Background: an optimization exercise with open tools, aiming at small area, a short achievable clock period and few clock cycles per item. Do not read the settings as production practice.
Only simulation tests tie the RTL to the original design; equivalence was not proved.

## flow/design.v

```verilog
package octne_pkg;
    localparam int QBITS     = 15;
    localparam int HALF_BITS = 16;
    localparam int SIDE_NEG_U = 2;
    localparam int SIDE_NEG_V = 1;
    localparam int SIDE_ZERO  = 0;
    typedef logic [2:0] t_side;
endpackage
module octne_div_step #(
    parameter int RW = 18
) (
    input  logic                         i_clk,
    input  logic                         i_en,
    input  logic [RW-1:0]                i_den,
    input  logic [RW-1:0]                i_rem_u,
    input  logic [octne_pkg::QBITS-1:0]  i_low_u,
    input  logic [RW-1:0]                i_rem_v,
    input  logic [octne_pkg::QBITS-1:0]  i_low_v,
    input  octne_pkg::t_side             i_side,
    output logic [RW-1:0]                o_den,
    output logic [RW-1:0]                o_rem_u,
    output logic [octne_pkg::QBITS-1:0]  o_low_u,
    output logic [RW-1:0]                o_rem_v,
    output logic [octne_pkg::QBITS-1:0]  o_low_v,
    output octne_pkg::t_side             o_side
);
    logic [RW:0]      w_t_u, w_t_v, w_d_u, w_d_v;
    logic             w_ge_u, w_ge_v;
    logic [RW-1:0]    n_rem_u, n_rem_v;
    logic [octne_pkg::QBITS-1:0] n_low_u, n_low_v;
    always_comb begin
        w_t_u  = {i_rem_u, i_low_u[octne_pkg::QBITS-1]};
        w_t_v  = {i_rem_v, i_low_v[octne_pkg::QBITS-1]};
        w_d_u  = w_t_u - {1'b0, i_den};
        w_d_v  = w_t_v - {1'b0, i_den};
        w_ge_u = (w_t_u >= {1'b0, i_den});
        w_ge_v = (w_t_v >= {1'b0, i_den});
        n_rem_u = w_ge_u ? w_d_u[RW-1:0] : w_t_u[RW-1:0];
        n_rem_v = w_ge_v ? w_d_v[RW-1:0] : w_t_v[RW-1:0];
        n_low_u = {i_low_u[octne_pkg::QBITS-2:0], w_ge_u};
        n_low_v = {i_low_v[octne_pkg::QBITS-2:0], w_ge_v};
    end
    always_ff @(posedge i_clk) begin
        if (i_en) begin
            o_den   <= i_den;
            o_rem_u <= n_rem_u;
            o_low_u <= n_low_u;
            o_rem_v <= n_rem_v;
            o_low_v <= n_low_v;
            o_side  <= i_side;
        end
    end
endmodule
module octahedral_normal_encoder_unit #(
    parameter int COMP_WIDTH = 16
) (
    input  logic                         i_clk,
    input  logic                         i_rst_n,
    input  logic                         i_valid,
    output logic                         o_stall,
    input  logic signed [COMP_WIDTH-1:0] i_comp_x,
    input  logic signed [COMP_WIDTH-1:0] i_comp_y,
    input  logic signed [COMP_WIDTH-1:0] i_comp_z,
    output logic                         o_valid,
    input  logic                         i_stall,
    output logic [31:0]                  o_packed_oct,
    output logic                         o_zero_vector
);
    localparam int LW = COMP_WIDTH + 1;       
    localparam int RW = LW + 1;               
    localparam int NW = LW + octne_pkg::HALF_BITS;       
    localparam int NS = 4 + octne_pkg::QBITS + 1;        
    logic [NS:1] r_valid;
    logic [NS:1] w_vin;
    logic [NS:1] w_rdy;
    assign w_vin = {r_valid[NS-1:1], i_valid};
    genvar k;
    generate
        for (k = 1; k <= NS; k++) begin : g_ctl
            assign w_rdy[k] = !(i_stall && (&r_valid[NS:k]));
            always_ff @(posedge i_clk) begin
                if (!i_rst_n) begin
                    r_valid[k] <= 1'b0;
                end else if (w_rdy[k]) begin
                    r_valid[k] <= w_vin[k];
                end
            end
        end
    endgenerate
    assign o_stall = !w_rdy[1];
    assign o_valid = r_valid[NS];
    logic [COMP_WIDTH-1:0] n1_ax, n1_ay, n1_az;
    logic [COMP_WIDTH-1:0] r1_ax, r1_ay, r1_az;
    logic                  r1_nx, r1_ny, r1_nz;
    always_comb begin
        n1_ax = i_comp_x[COMP_WIDTH-1] ? (~$unsigned(i_comp_x) + 1'b1) : $unsigned(i_comp_x);
        n1_ay = i_comp_y[COMP_WIDTH-1] ? (~$unsigned(i_comp_y) + 1'b1) : $unsigned(i_comp_y);
        n1_az = i_comp_z[COMP_WIDTH-1] ? (~$unsigned(i_comp_z) + 1'b1) : $unsigned(i_comp_z);
    end
    always_ff @(posedge i_clk) begin
        if (w_rdy[1]) begin
            r1_ax <= n1_ax;
            r1_ay <= n1_ay;
            r1_az <= n1_az;
            r1_nx <= i_comp_x[COMP_WIDTH-1];
            r1_ny <= i_comp_y[COMP_WIDTH-1];
            r1_nz <= i_comp_z[COMP_WIDTH-1];
        end
    end
    logic [LW-1:0] r2_l1, r2_ax, r2_ay;
    logic          r2_nx, r2_ny, r2_nz, r2_zero;
    always_ff @(posedge i_clk) begin
        if (w_rdy[2]) begin
            r2_l1   <= LW'(r1_ax) + LW'(r1_ay) + LW'(r1_az);
            r2_ax   <= LW'(r1_ax);
            r2_ay   <= LW'(r1_ay);
            r2_nx   <= r1_nx;
            r2_ny   <= r1_ny;
            r2_nz   <= r1_nz;
            r2_zero <= ~(|{r1_ax, r1_ay, r1_az});
        end
    end
    logic [LW-1:0] r3_num_u, r3_num_v, r3_l1;
    octne_pkg::t_side         r3_side;
    always_ff @(posedge i_clk) begin
        if (w_rdy[3]) begin
            r3_num_u      <= r2_nz ? (r2_l1 - r2_ay) : r2_ax;
            r3_num_v      <= r2_nz ? (r2_l1 - r2_ax) : r2_ay;
            r3_l1         <= r2_l1;
            r3_side[octne_pkg::SIDE_NEG_U] <= r2_nx;
            r3_side[octne_pkg::SIDE_NEG_V] <= r2_ny;
            r3_side[octne_pkg::SIDE_ZERO]  <= r2_zero;
        end
    end
    logic [NW-1:0] n4_big_u, n4_big_v;
    always_comb begin
        n4_big_u = {r3_num_u, {octne_pkg::HALF_BITS{1'b0}}} - NW'({r3_num_u, 1'b0}) + NW'(r3_l1);
        n4_big_v = {r3_num_v, {octne_pkg::HALF_BITS{1'b0}}} - NW'({r3_num_v, 1'b0}) + NW'(r3_l1);
    end
    logic [RW-1:0]    w_den   [0:octne_pkg::QBITS];
    logic [RW-1:0]    w_rem_u [0:octne_pkg::QBITS];
    logic [RW-1:0]    w_rem_v [0:octne_pkg::QBITS];
    logic [octne_pkg::QBITS-1:0] w_low_u [0:octne_pkg::QBITS];
    logic [octne_pkg::QBITS-1:0] w_low_v [0:octne_pkg::QBITS];
    octne_pkg::t_side            w_side  [0:octne_pkg::QBITS];
    always_ff @(posedge i_clk) begin
        if (w_rdy[4]) begin
            w_den[0]   <= {r3_l1, 1'b0};
            w_rem_u[0] <= n4_big_u[NW-1:octne_pkg::QBITS];
            w_low_u[0] <= n4_big_u[octne_pkg::QBITS-1:0];
            w_rem_v[0] <= n4_big_v[NW-1:octne_pkg::QBITS];
            w_low_v[0] <= n4_big_v[octne_pkg::QBITS-1:0];
            w_side[0]  <= r3_side;
        end
    end
    generate
        for (k = 1; k <= octne_pkg::QBITS; k++) begin : g_div
            octne_div_step #(
                .RW (RW)
            ) u_step (
                .i_clk   (i_clk),
                .i_en    (w_rdy[4+k]),
                .i_den   (w_den[k-1]),
                .i_rem_u (w_rem_u[k-1]),
                .i_low_u (w_low_u[k-1]),
                .i_rem_v (w_rem_v[k-1]),
                .i_low_v (w_low_v[k-1]),
                .i_side  (w_side[k-1]),
                .o_den   (w_den[k]),
                .o_rem_u (w_rem_u[k]),
                .o_low_u (w_low_u[k]),
                .o_rem_v (w_rem_v[k]),
                .o_low_v (w_low_v[k]),
                .o_side  (w_side[k])
            );
        end
    endgenerate
    logic [octne_pkg::HALF_BITS-1:0] n_u, n_v;
    octne_pkg::t_side                w_last;
    always_comb begin
        w_last = w_side[octne_pkg::QBITS];
        n_u = {1'b0, w_low_u[octne_pkg::QBITS]};
        n_v = {1'b0, w_low_v[octne_pkg::QBITS]};
        if (w_last[octne_pkg::SIDE_NEG_U]) begin
            n_u = -n_u;
        end
        if (w_last[octne_pkg::SIDE_NEG_V]) begin
            n_v = -n_v;
        end
    end
    logic [31:0] r_packed;
    logic        r_zero;
    always_ff @(posedge i_clk) begin
        if (w_rdy[NS]) begin
            r_packed <= w_last[octne_pkg::SIDE_ZERO] ? 32'd0 : {n_v, n_u};
            r_zero   <= w_last[octne_pkg::SIDE_ZERO];
        end
    end
    assign o_packed_oct  = r_packed;
    assign o_zero_vector = r_zero;
endmodule
```

## flow/constraint.sdc

```tcl
create_clock -name core_clock -period 5.0 [get_ports {i_clk}]
set_input_delay 1.0000 -clock core_clock [delete_from_list [all_inputs] [get_ports {i_clk}]]
set_output_delay 1.0000 -clock core_clock [all_outputs]
set_load 0.01 [all_outputs]
```

## flow/run.sh

```bash
#!/bin/bash
# synth_recipe.tcl (not shown) runs the flow's synth.tcl, then flattens the netlist and writes it again
# the make line also repeats each setting of config.mk as NAME=value (left out here)
make -C /OpenROAD-flow-scripts/flow DESIGN_CONFIG=/design/flow/config.mk WORK_HOME=/design/flow/orfs CLKGATE_MAP_FILE= SYNTH_SCRIPT=/design/flow/synth_recipe.tcl finish
```

## flow/config.mk

```make
export PLATFORM = sky130hd
export DESIGN_NAME = octahedral_normal_encoder_unit
export DESIGN_NICKNAME = octahedral_normal_encoder_unit
export VERILOG_FILES = /design/flow/design.v
export SDC_FILE = /design/flow/constraint.sdc
export NUM_CORES = 4
export LEC_CHECK = 0
export CAP_MARGIN = 20
export CORE_MARGIN = 2
export CORE_UTILIZATION = 40
export SLEW_MARGIN = 20
```

==> results.yml <==
run_status:
  status: "no timing/DRC/antenna violations"
timing:
  final.setup.worst_slack_ps: 185
  max_freq_mhz: 208
  slew_violations: 0
  hold_viol: 0
  finalSetupTns_ps: 0
  whs_ps: 365
  fin_crit_ps: 4820
  setup_viol: 0
  rsz0062_at_grt: "false"
  tightest_slew_ps: 1120
  skew_ps: 71.1
  finalCritPeriodShare: 0.963
  slew_headroom: 0.245
synth:
  synthesis.nets: 7331
  synthesis.area_mm2: 0.0804
  synth_common_cells: "edfxtp_1 (1484), ha_1 (652), inv_1 (554)"
  syn_avg_cell_area_um2: 12.2
  yosysMostFrequentCell: "edfxtp_1"
  synth_ff_type: "edfxtp_1"
  yosysUniqueCellTypes: 81
  synth.top_cells.by_area: "edfxtp_1 (55%), ha_1 (10%), xnor2_1 (3.2%)"
  synth_top_area_frac: 0.554
  ys_async_sr_fraction: 0
  yosys_warnings: 104
  synth_cells: 6576
  synth-seq-cells: 1504
  synth_edf_count: 1484
  synth_area_leader_cell: "edfxtp_1"
  seq_area_frac_synth: 0.559
worst_setup_path:
  cp-end-kind: "output port"
  rrSetupSlack_ps: 810
  cp.arrival_ps: 3820
  timing_worst_setup_path_type: "in -> out"
  rr_endpoint: "g_div[11].u_step.o_rem_v[14]$_DFFE_PN_"
  reg2reg_from: "g_div[10].u_step.o_low_v[10]$_DFFE_PN_"
  crit_path_max_fanout: 3
  r2r_cells: 12
  crit_start: "i_stall"
  cp-start-kind: "input port"
  crit_required_ps: 4000
cts:
  clock_path_buffers: 3
  cts_root_buffer: "clkbuf_16"
  tritoncts: "done"
  cts_max_level: 4
  clk_pin_slew_worst_paths_ps: 60
  cts_sinks: 1504
  cts_setup_buffers: 0
  numCtsBuffers: 168
  postCtsHoldBufs: 0
  insertion_delay_ps: 840
  cts_resized: 0
finish:
  area_delta_synth_final_pct: 13.3
  fillerInstances: 17900
  finish.net_count: 7575
  drive_gt1_frac: 0.0886
  instances_no_fill: 9618
floorplan:
  ioPinCount: 87
  die_height_um: 452
  std_cell_rows: 164
  initial_core_util: 0.403
  fp.dieW_um: 452
  dieArea_mm2: 0.205
  coreArea_mm2: 0.200
placed_design:
  dp_hpwl_um: 155000
  port_buffers: 86
  gp_congestion: 0.925
  dp_slack_ps: 147
  dp.cells: 9305
route:
  wl_per_cell_um: 20.2
  num_vias: 50300
  wl_um: 194000
  vias_per_cell: 5.23
  firstDrtPassIters: 5
  drtIter0Drc: 2706
  drcViolationCount: 0
  postRouteAntennaNets: 0
global_route:
  grt_usage: 0.190
  grt_antenna_before_repair: 2
  grt_max_degree: 86
  grt_pass1_vias: 51600
  grt_pass1_wl_um: 299000
  grt_remaining_overflow: 0
worst_hold_path:
  hp-class: "reg -> reg"
  hold_end: "g_div[1].u_step.o_low_v[5]$_DFFE_PN_"
  whs_path_depth: 0
  hp-start: "w_low_v[0][4]$_DFFE_PN_"
job:
  drv_cap: 0
[metal layers]
metal / share of wire / track usage / vias to the layer above
met5: 0 / 0 / -
met2: 0.54 / 0.368 / 878
li1: - / - / 24900
met1: 0.38 / 0.204 / 24200
met3: 0.028 / 0.0243 / 361
met4: 0.045 / 0.0820 / 0
[registers in the layout (all words and copies together) (netlist names), 20 cells and up]
signal	flops
g_div.u_step.o_side	45
r_packed	32
g_div.u_step.o_low_u	211
g_div.u_step.o_rem_u	252
r_valid	20
g_div.u_step.o_rem_v	252
g_div.u_step.o_den	225
g_div.u_step.o_low_v	224
[worst max path at each step]
stage                     cells after the start  slack, ps       to
final                                        13        180  o_stall
after global routing                         13         10  o_stall
after CTS                                    13        120  o_stall
after detailed placement                     13        150  o_stall
after global placement                       13        110  o_stall
after floorplan                              11       -220  o_stall
[cell families (layout without fill, tap and decap cells)]
group	Yosys count	in the layout	synth area share
AND/OR/NAND/NOR	1422	1422	0.0857
multiplexers	264	264	0.0365
buffers and inverters	646	1030	0.0305
flip-flops	1504	1504	0.559
adder cells (fa/ha/maj)	703	703	0.114
AO/OA/AOI/OAI	1537	1537	0.119
XOR/XNOR	500	500	0.0545
other	0	2	0
[cell usage in the layout (no fill, tap or decap), types with 27 or more instances in the layout]
cell type        instances
clkdlybuf4s50_1         86
fa_1                    51
nor3_1                  92
nor2b_1                101
nand3_1                 94
o21bai_1                56
clkbuf_16              168
nand4_1                 52
or3_1                   32
a21boi_0                49
nand2_1                441
o21ai_0                433
a21oi_1                399
nor2_1                 336
o21a_1                  65
nor4_1                  33
buf_4                   67
inv_1                  544
xor2_1                 203
nand4b_1                27
mux2_2                 204
a31oi_1                 49
a211oi_1                35
o31ai_1                 59
xnor2_1                297
a21o_1                 218
edfxtp_1              1484
clkinv_1                36
nand2b_1                76
clkinv_2                34
mux2i_1                 53
ha_1                   652
[metrics by stage]
| stage | cell area (µm²) | util |
|---|---|---|
| 6_report | 91100 | 0.456 |
| 4_1_cts | 91000 | 0.456 |
| 3_3_place_gp | 85100 | 0.426 |
| 5_1_grt | 91100 | 0.456 |
| 3_5_place_dp | 85100 | 0.426 |
| 2_1_floorplan | 80500 | - |
[layout make-up]
cell class	instances	area (µm²)	area share
repair buffers	166	1610	0.0177
well taps	2656	3320	0.0365
clock inverters	116	1590	0.0174
inverters	554	2100	0.0231
diodes	2	5.00	0.0000550
multi-input cells	4426	33200	0.364
clock buffers	194	4300	0.0472
flip-flops and latches	1504	45000	0.494
[critical path: stages]
cell and delay [ps]:
clkdlybuf4s50_1 500, and3_4 200, and2_4 140, and3_4 190, and2_4 180, clkinvlp_4 110, nor3_4 200, and3_4 240
and2_4 150, and4_4 260, nand2_8 60, inv_4 50, clkdlybuf4s50_1 520
Testbench counts, summed over its fixed seeds: cycles 12,168, items 12,000.

## port drivers added, routing unchanged
The results above use ideal ports. As a check the final layout listed here was re-extracted and re-timed, cells and wires unchanged. Step 1 sets driving cells, clkbuf_16 on the clock port and buf_2 on the other inputs (assumed; they add their load-dependent delay and slew). Step 2 times the ports against the registers' clock, not the clock port: input delays grow and output delays shrink by t, the midpoint of the rising clock arrivals with the driver on. a / b / c = ideal / step 1 / step 2; a / b = the first two.
t (ns): 0.888
setup WS [ns]: 0.185 / 0.158 / 0.158
worst hold slack (ns): 0.365 / 0.365 / 0.365
worst register clock-pin slew, ns: 0.07 / 0.07
pins driven straight from the clock port: 1
After both steps setup and hold are still met in this run. The setup slack of this run moves by -0.027 ns with the drivers and by -0.027 ns with both steps.
